This is an optimization exercise on Yosys and OpenROAD, whose aim is small area, a short achievable clock period and few clock cycles per item, not a production implementation. Only simulation tests tie the RTL to the original design; equivalence was not proved. Power and IR drop assume default switching activity.

==> flow/design.v (excerpt) <==
module lru_tag_cache_top (
    input  logic               clk,
    input  logic               rst_n,
    input  logic               req_valid,
    output logic               req_ready,
    input  logic [lru_tc_pkg::MODE_W-1:0]  req_mode,
    input  logic [lru_tc_pkg::KEY_W-1:0]   req_key_tag,
    input  logic [lru_tc_pkg::LOC_W-1:0]   req_location,
    input  logic [lru_tc_pkg::STAMP_W-1:0] req_now,
    input  logic               rsp_ready,
    output logic               rsp_valid,
    output logic               rsp_hit,
    output logic [lru_tc_pkg::LOC_W-1:0]   rsp_found_location,
    output logic [lru_tc_pkg::CNT_W-1:0]   rsp_occupancy
);
    localparam int N  = lru_tc_pkg::ENTRIES;
    localparam int TW = lru_tc_pkg::TAG_BITS;
    localparam int LW = lru_tc_pkg::LOC_W;
    localparam int SW = lru_tc_pkg::STAMP_W;
    localparam int CW = lru_tc_pkg::CNT_W;
    logic [N-1:0]  v_q;
    logic [CW-1:0] cnt_q;
    logic [TW-1:0] tag_q [N];
    logic [LW-1:0] loc_q [N];
    logic [SW-1:0] stp_q [N];
    logic [N-1:0]  bef_q [N];
    logic [N-1:0]  bt_q  [N];
    logic          r_v_q;
    logic          rdy_q;
    logic [1:0]    r_mode_q;
    logic [TW-1:0] r_tag_q;
    logic [LW-1:0] r_loc_q;
    logic [SW-1:0] r_now_q;
    logic [N-1:0]  r_m_q;
    logic [N-1:0]  r_lt_q, r_eq_q;
    logic          r_same_e_q, r_lt_e_q, r_eq_e_q;
    logic [N-1:0]  w_tag_oh_q, w_stp_oh_q;
    logic          w_new_q;
    localparam int RW = 1 + LW + CW;
    logic [1:0]    f_cnt_q;
    logic          f_v_q;
    logic [RW-1:0] f_q [3];
    function automatic logic [1:0] lt_eq(input logic [SW-1:0] a, input logic [SW-1:0] b);
        logic [SW-1:0] l, e;
        l = ~a & b;
        e = ~(a ^ b);
        for (int w = 1; w < SW; w = w * 2)
        begin
            for (int k = 0; k < SW; k = k + 2 * w)
            begin
                l[k] = l[k + w] | (e[k + w] & l[k]);
                e[k] = e[k + w] & e[k];
            end
        end
        lt_eq = {l[0], e[0]};
    endfunction
    logic [N-1:0]  m_eff, lt_eff, eq_eff;
    logic          fire, hit, full;
    logic          is_l, is_i, is_r;
    logic [N-1:0]  free_oh, min_oh, tgt;
    logic [N-1:0]  w_new, w_stp, w_loc, w_app, rm;
    logic [N-1:0]  v_next;
    logic [CW-1:0] cnt_next;
    logic          res_hit;
    logic [LW-1:0] res_loc;
    always_comb
    begin
  ...
clock: 5.0 ns
lec_check: 0
cap_margin: 20
core_margin: 2
core_utilization: 40
cts_cluster_diameter: 100
cts_cluster_size: 20
setup_slack_margin: 2.5
slew_margin: 20
tns_end_percent: 5
run.sh (not shown) runs the stock make flow with config.mk's settings and CLKGATE_MAP_FILE= SYNTH_SCRIPT=/design/flow/synth_recipe.tcl, a recipe that flattens the netlist after the stock synthesis.
The first run completed with no timing, DRC or antenna violations.
Testbench counts at the start, summed over its fixed seeds: cycles 20,016, items 20,000.
Edit:
--- a/flow/design.v
+++ b/flow/design.v
@@ -84,25 +84,25 @@
         begin
             for (int k = 0; k < SW; k = k + 2 * w)
             begin
                 l[k] = l[k + w] | (e[k + w] & l[k]);
                 e[k] = e[k + w] & e[k];
             end
         end
         lt_eq = {l[0], e[0]};
     endfunction
     logic [N-1:0]  m_eff, lt_eff, eq_eff;
     logic          fire, hit, full;
     logic          is_l, is_i, is_r;
-    logic [N-1:0]  free_oh, min_oh, tgt;
+    logic [N-1:0]  free_q, free_2nd, free_next, min_oh, tgt;
     logic [N-1:0]  w_new, w_stp, w_loc, w_app, rm;
     logic [N-1:0]  v_next;
     logic [CW-1:0] cnt_next;
     logic          res_hit;
     logic [LW-1:0] res_loc;
     always_comb
     begin
         for (int i = 0; i < N; i++)
         begin
             m_eff[i] = w_tag_oh_q[i] ? r_same_e_q : r_m_q[i];
             if (w_stp_oh_q[i])
             begin
@@ -115,49 +115,65 @@
                 eq_eff[i] = r_eq_q[i];
             end
         end
     end
     assign fire = r_v_q;
     assign hit  = (w_new_q && r_same_e_q) || (|r_m_q);
     assign full = cnt_q[CW-1];
     assign is_l = (r_mode_q == 2'd0);
     assign is_i = (r_mode_q == 2'd1);
     assign is_r = (r_mode_q == 2'd2);
     always_comb
     begin
-        free_oh = '0;
+        free_2nd = '0;
         for (int i = N - 1; i >= 0; i--)
         begin
-            if (!v_q[i])
+            if (!v_q[i] && !free_q[i])
             begin
-                free_oh    = '0;
-                free_oh[i] = 1'b1;
+                free_2nd    = '0;
+                free_2nd[i] = 1'b1;
             end
         end
     end
     always_comb
     begin
+        if (fire && is_i && !hit && !full)
+            free_next = free_2nd;
+        else if (full && fire && is_r && hit)
+            free_next = rm;
+        else
+            free_next = free_q;
+    end
+    always_ff @(posedge clk or negedge rst_n)
+    begin
+        if (!rst_n)
+            free_q <= N'(1);
+        else
+            free_q <= free_next;
+    end
+    always_comb
+    begin
         for (int i = 0; i < N; i++)
         begin
             min_oh[i] = 1'b1;
             for (int j = 0; j < N; j++)
             begin
                 if (j > i)
                     min_oh[i] = min_oh[i] & bt_q[i][j];
                 else if (j < i)
                     min_oh[i] = min_oh[i] & !bt_q[j][i];
             end
         end
     end
-    assign tgt = full ? min_oh : free_oh;
+    assign tgt = full ? min_oh : free_q;
     always_comb
     begin
         for (int i = 0; i < N; i++)
         begin
             w_new[i] = fire && is_i && !hit && tgt[i];
             w_app[i] = w_new[i] && !full;
             w_stp[i] = w_new[i] || (fire && (is_l || is_i) && m_eff[i]);
             w_loc[i] = fire && is_i && (hit ? m_eff[i] : tgt[i]);
             rm[i]    = fire && is_r && m_eff[i];
         end
     end
     assign v_next = (v_q | w_app) & ~rm;
What happened: The new run finished clean; critical path depth fell by 1; total power climbs by 15%; utilization hardly moves; clock-buffer cell count climbs by 1; sequential power grows by 12%; maximum frequency hardly moves; wire length shrinks by 0.66%; die area went up by 0.89%.
Testbench counts after the change, summed over its fixed seeds: cycles 20,016, items 20,000.


== the reference run ==
lru_tag_cache_top, a different RTL version from the one above (not shown whole).
Size in the first run: about 7400 cells after synthesis, about 2300 flip-flops, ~130 I/O pins, roughly 0.10 mm2 of cells after synthesis.
==> flow/design.v (excerpt) <==
module lru_tag_cache_top (
    input  logic               clk,
    input  logic               rst_n,
    input  logic               req_valid,
    output logic               req_ready,
    input  logic [lru_tc_pkg::MODE_W-1:0]  req_mode,
    input  logic [lru_tc_pkg::KEY_W-1:0]   req_key_tag,
    input  logic [lru_tc_pkg::LOC_W-1:0]   req_location,
    input  logic [lru_tc_pkg::STAMP_W-1:0] req_now,
    input  logic               rsp_ready,
    output logic               rsp_valid,
    output logic               rsp_hit,
    output logic [lru_tc_pkg::LOC_W-1:0]   rsp_found_location,
    output logic [lru_tc_pkg::CNT_W-1:0]   rsp_occupancy
);
clock: 5.0 ns
lec_check: 0
cap_margin: 20
core_margin: 2
core_utilization: 40
cts_cluster_diameter: 100
cts_cluster_size: 20
setup_slack_margin: 2.5
slew_margin: 20
tns_end_percent: 5
standard.sh (not shown) runs the stock make flow with config.mk's settings and CLKGATE_MAP_FILE= SYNTH_SCRIPT=/design/flow/synth_recipe.tcl, a recipe that flattens the netlist after the stock synthesis.
==> flow/flow/run.sh <==
#!/bin/bash
# The standard layout (standard.sh, unchanged synthesis, floorplan, power grid and
# routing), with two placement/repair settings changed:
#  - the port buffers are buf_4 cells instead of the delay buffers buffer_ports picks;
#  - timing repair may swap a cell for one of another footprint.
# make's full output goes to make_finish.log; each ORFS step keeps its own log under orfs/logs.
set -euo pipefail
bash standard.sh MATCH_CELL_FOOTPRINT=0 "BUFFER_PORTS_ARGS=-buffer_cell sky130_fd_sc_hd__buf_4" finish > make_finish.log 2>&1
Testbench counts of the reference run, summed over its fixed seeds: cycles 20,016, items 20,000.
> inputs changed (the reference run -> the trial run)
--- a/flow/design.v
+++ b/flow/design.v
@@ -66,20 +66,15 @@
     logic [1:0]    r_mode_q;
     logic [TW-1:0] r_tag_q;
     logic [LW-1:0] r_loc_q;
     logic [SW-1:0] r_now_q;
     logic [N-1:0]  r_m_q;
     logic [N-1:0]  r_lt_q, r_eq_q;
     logic          r_same_e_q, r_lt_e_q, r_eq_e_q;
-    logic          r_same_w_q, r_lt_w_q, r_eq_w_q;
-    logic [N-1:0]  r_wtag_q, r_wstp_q;
-    logic [N-1:0]  w_tag_oh_q, w_loc_oh_q, w_stp_oh_q, w_rm_q;
-    logic [TW-1:0] w_tag_q;
-    logic [LW-1:0] w_loc_q;
-    logic [SW-1:0] w_now_q;
+    logic [N-1:0]  w_tag_oh_q, w_stp_oh_q, w_rm_q;
     localparam int RW = 1 + LW + CW;
     logic [1:0]    f_cnt_q;
     logic          f_v_q;
     logic [RW-1:0] f_q [3];
     function automatic logic [1:0] lt_eq(input logic [SW-1:0] a, input logic [SW-1:0] b);
         logic [SW-1:0] l, e;
         l = ~a & b;
@@ -107,28 +102,21 @@
     begin
         for (int i = 0; i < N; i++)
         begin
             if (w_tag_oh_q[i])
                 m_eff[i] = r_same_e_q;
             else if (w_rm_q[i])
                 m_eff[i] = 1'b0;
-            else if (r_wtag_q[i])
-                m_eff[i] = r_same_w_q;
             else
                 m_eff[i] = r_m_q[i];
             if (w_stp_oh_q[i])
             begin
                 lt_eff[i] = r_lt_e_q;
                 eq_eff[i] = r_eq_e_q;
             end
-            else if (r_wstp_q[i])
-            begin
-                lt_eff[i] = r_lt_w_q;
-                eq_eff[i] = r_eq_w_q;
-            end
             else
             begin
                 lt_eff[i] = r_lt_q[i];
                 eq_eff[i] = r_eq_q[i];
             end
         end
     end
@@ -186,15 +174,15 @@
             cnt_next = cnt_q - CW'(1);
     end
     assign res_hit = hit && (is_l || is_i || is_r);
     always_comb
     begin
         res_loc = '0;
         for (int i = 0; i < N; i++)
-            res_loc = res_loc | (m_eff[i] ? (w_loc_oh_q[i] ? w_loc_q : loc_q[i]) : '0);
+            res_loc = res_loc | (m_eff[i] ? loc_q[i] : '0);
         if (!is_l)
             res_loc = '0;
     end
     always_ff @(posedge clk or negedge rst_n)
     begin
         if (!rst_n)
         begin
@@ -220,48 +208,47 @@
                 if (w_stp[i])
                     bt_q[i][j] <= lt_eff[j] || (eq_eff[j] && !w_app[i] && bef_q[i][j]);
                 else if (w_stp[j])
                     bt_q[i][j] <= !(lt_eff[i] || (eq_eff[i] && !w_app[j] && !bef_q[i][j]));
             end
         end
     end
+    always_ff @(posedge clk or negedge rst_n)
+    begin
+        if (!rst_n)
+            w_tag_oh_q <= '0;
+        else
+            w_tag_oh_q <= w_new;
+    end
     always_ff @(posedge clk)
     begin
-        w_tag_oh_q <= w_new;
-        w_loc_oh_q <= w_loc;
         w_stp_oh_q <= w_stp;
         w_rm_q     <= rm;
-        w_tag_q    <= r_tag_q;
-        w_loc_q    <= r_loc_q;
-        w_now_q    <= r_now_q;
     end
     for (genvar i = 0; i < N; i++)
     begin : g_ent
         always_ff @(posedge clk)
         begin
-            if (w_tag_oh_q[i])
-                tag_q[i] <= w_tag_q;
-            if (w_loc_oh_q[i])
-                loc_q[i] <= w_loc_q;
-            if (w_stp_oh_q[i])
-                stp_q[i] <= w_now_q;
+            if (w_new[i])
+                tag_q[i] <= r_tag_q;
+            if (w_loc[i])
+                loc_q[i] <= r_loc_q;
+            if (w_stp[i])
+                stp_q[i] <= r_now_q;
         end
     end
     logic          acc;
-    logic          same_e, same_w, lt_e, eq_e, lt_w, eq_w;
-    logic [1:0]    le_e, le_w;
+    logic          same_e, lt_e, eq_e;
+    logic [1:0]    le_e;
     logic [1:0]    le_q [N];
     logic [N-1:0]  m_in, lt_in, eq_in;
     assign acc    = req_valid && rdy_q;
     assign same_e = (req_key_tag == r_tag_q);
-    assign same_w = (req_key_tag == w_tag_q);
     assign le_e   = lt_eq(req_now, r_now_q);
-    assign le_w   = lt_eq(req_now, w_now_q);
     assign {lt_e, eq_e} = le_e;
-    assign {lt_w, eq_w} = le_w;
     always_comb
     begin
         for (int i = 0; i < N; i++)
         begin
             m_in[i]  = v_q[i] && (req_key_tag == tag_q[i]);
             le_q[i]  = lt_eq(req_now, stp_q[i]);
             lt_in[i] = le_q[i][1];
@@ -276,19 +263,14 @@
         r_now_q    <= req_now;
         r_m_q      <= m_in;
         r_lt_q     <= lt_in;
         r_eq_q     <= eq_in;
         r_same_e_q <= same_e;
         r_lt_e_q   <= lt_e;
         r_eq_e_q   <= eq_e;
-        r_same_w_q <= same_w;
-        r_lt_w_q   <= lt_w;
-        r_eq_w_q   <= eq_w;
-        r_wtag_q   <= w_tag_oh_q;
-        r_wstp_q   <= w_stp_oh_q;
     end
     logic          pop;
     logic [1:0]    f_cnt_next;
     logic [RW-1:0] res;
     assign pop        = f_v_q && rsp_ready;
     assign f_cnt_next = f_cnt_q - 2'(pop) + 2'(fire);
     assign res        = {res_hit, res_loc, cnt_next};
The trial run ran to completion and came out clean on the timing, design-rule and antenna checks.
The setup fix buffers added after clock tree synthesis of the trial run is lower than that of the reference run.
Compound-cell area share of the yosys netlist came out higher on the trial run than on the reference run.
Sort the trial run and the reference run by standard-cell row count desc -> top: the reference run
| register area | the trial run vs the reference run | about 3% lower |
Detailed-routing wirelength on met1 (lower): the trial run
Cell count, the trial run and the reference run: lower on the trial run
The trial run ends up with a wire length of the first global-routing pass that is about 2.7% lower than in the reference run.
Actual slew at the worst max-slew pin (the trial run over the reference run): decrease, 0.11 ns
The trial run ended with less wire length than the reference run.
In the trial run relative to the reference run, maximum frequency had gone down by a few percent.
In the trial run the die area turned out about 6% lower than in the reference run.
Re count of clock-buffer cells in the layout: the trial run is 8 down on the reference run.
Going from the reference run to the trial run, number of instances in the synthesized netlist saw a decrease; minimum clock period after layout saw an increase.
Testbench counts of the trial run, summed over its fixed seeds: cycles 20,016, items 20,000.

-- port drivers added, routing unchanged --
How much do the figures lean on ideal ports? The routed layouts below were timed once more, with nothing changed but the port constraints. Step 1 assumes that a clkbuf_16 drives the clock port and a buf_2 every other input. Step 2 adds t to the input delays and takes it off the output delays; t is the mean of the earliest and latest rising clock arrival at the registers after step 1. Input paths then give back, and output paths get back, about the clock's delay inside the block. Slacks: ideal ports / drivers / drivers and shift; pairs: ideal ports / drivers.
| run | t (ns) | setup WS [ns] | hold WS [ns] | worst setup path after step 2 | pins driven straight from the clock port |
|---|---|---|---|---|---|
| the first run of note 1 | 0.895 | 2.138 / 2.202 / 1.307 | 0.209 / 0.201 / 0.471 | input to register | 1 |
| the second run of note 1 | 0.924 | 2.146 / 2.186 / 1.297 | 0.043 / 0.033 / 0.464 | input to register | 1 |
| the reference run | 0.932 | 2.091 / 2.151 / 1.230 | 0.069 / 0.026 / 0.339 | input to register | 1 |
| the trial run | 0.903 | 2.021 / 2.027 / 1.124 | 0.213 / 0.147 / 0.430 | input to register | 1 |
After both steps every run listed still meets setup and hold. For the trial run, which loses most, drivers alone change the setup slack by +0.006 ns; drivers and shift together by -0.897 ns.
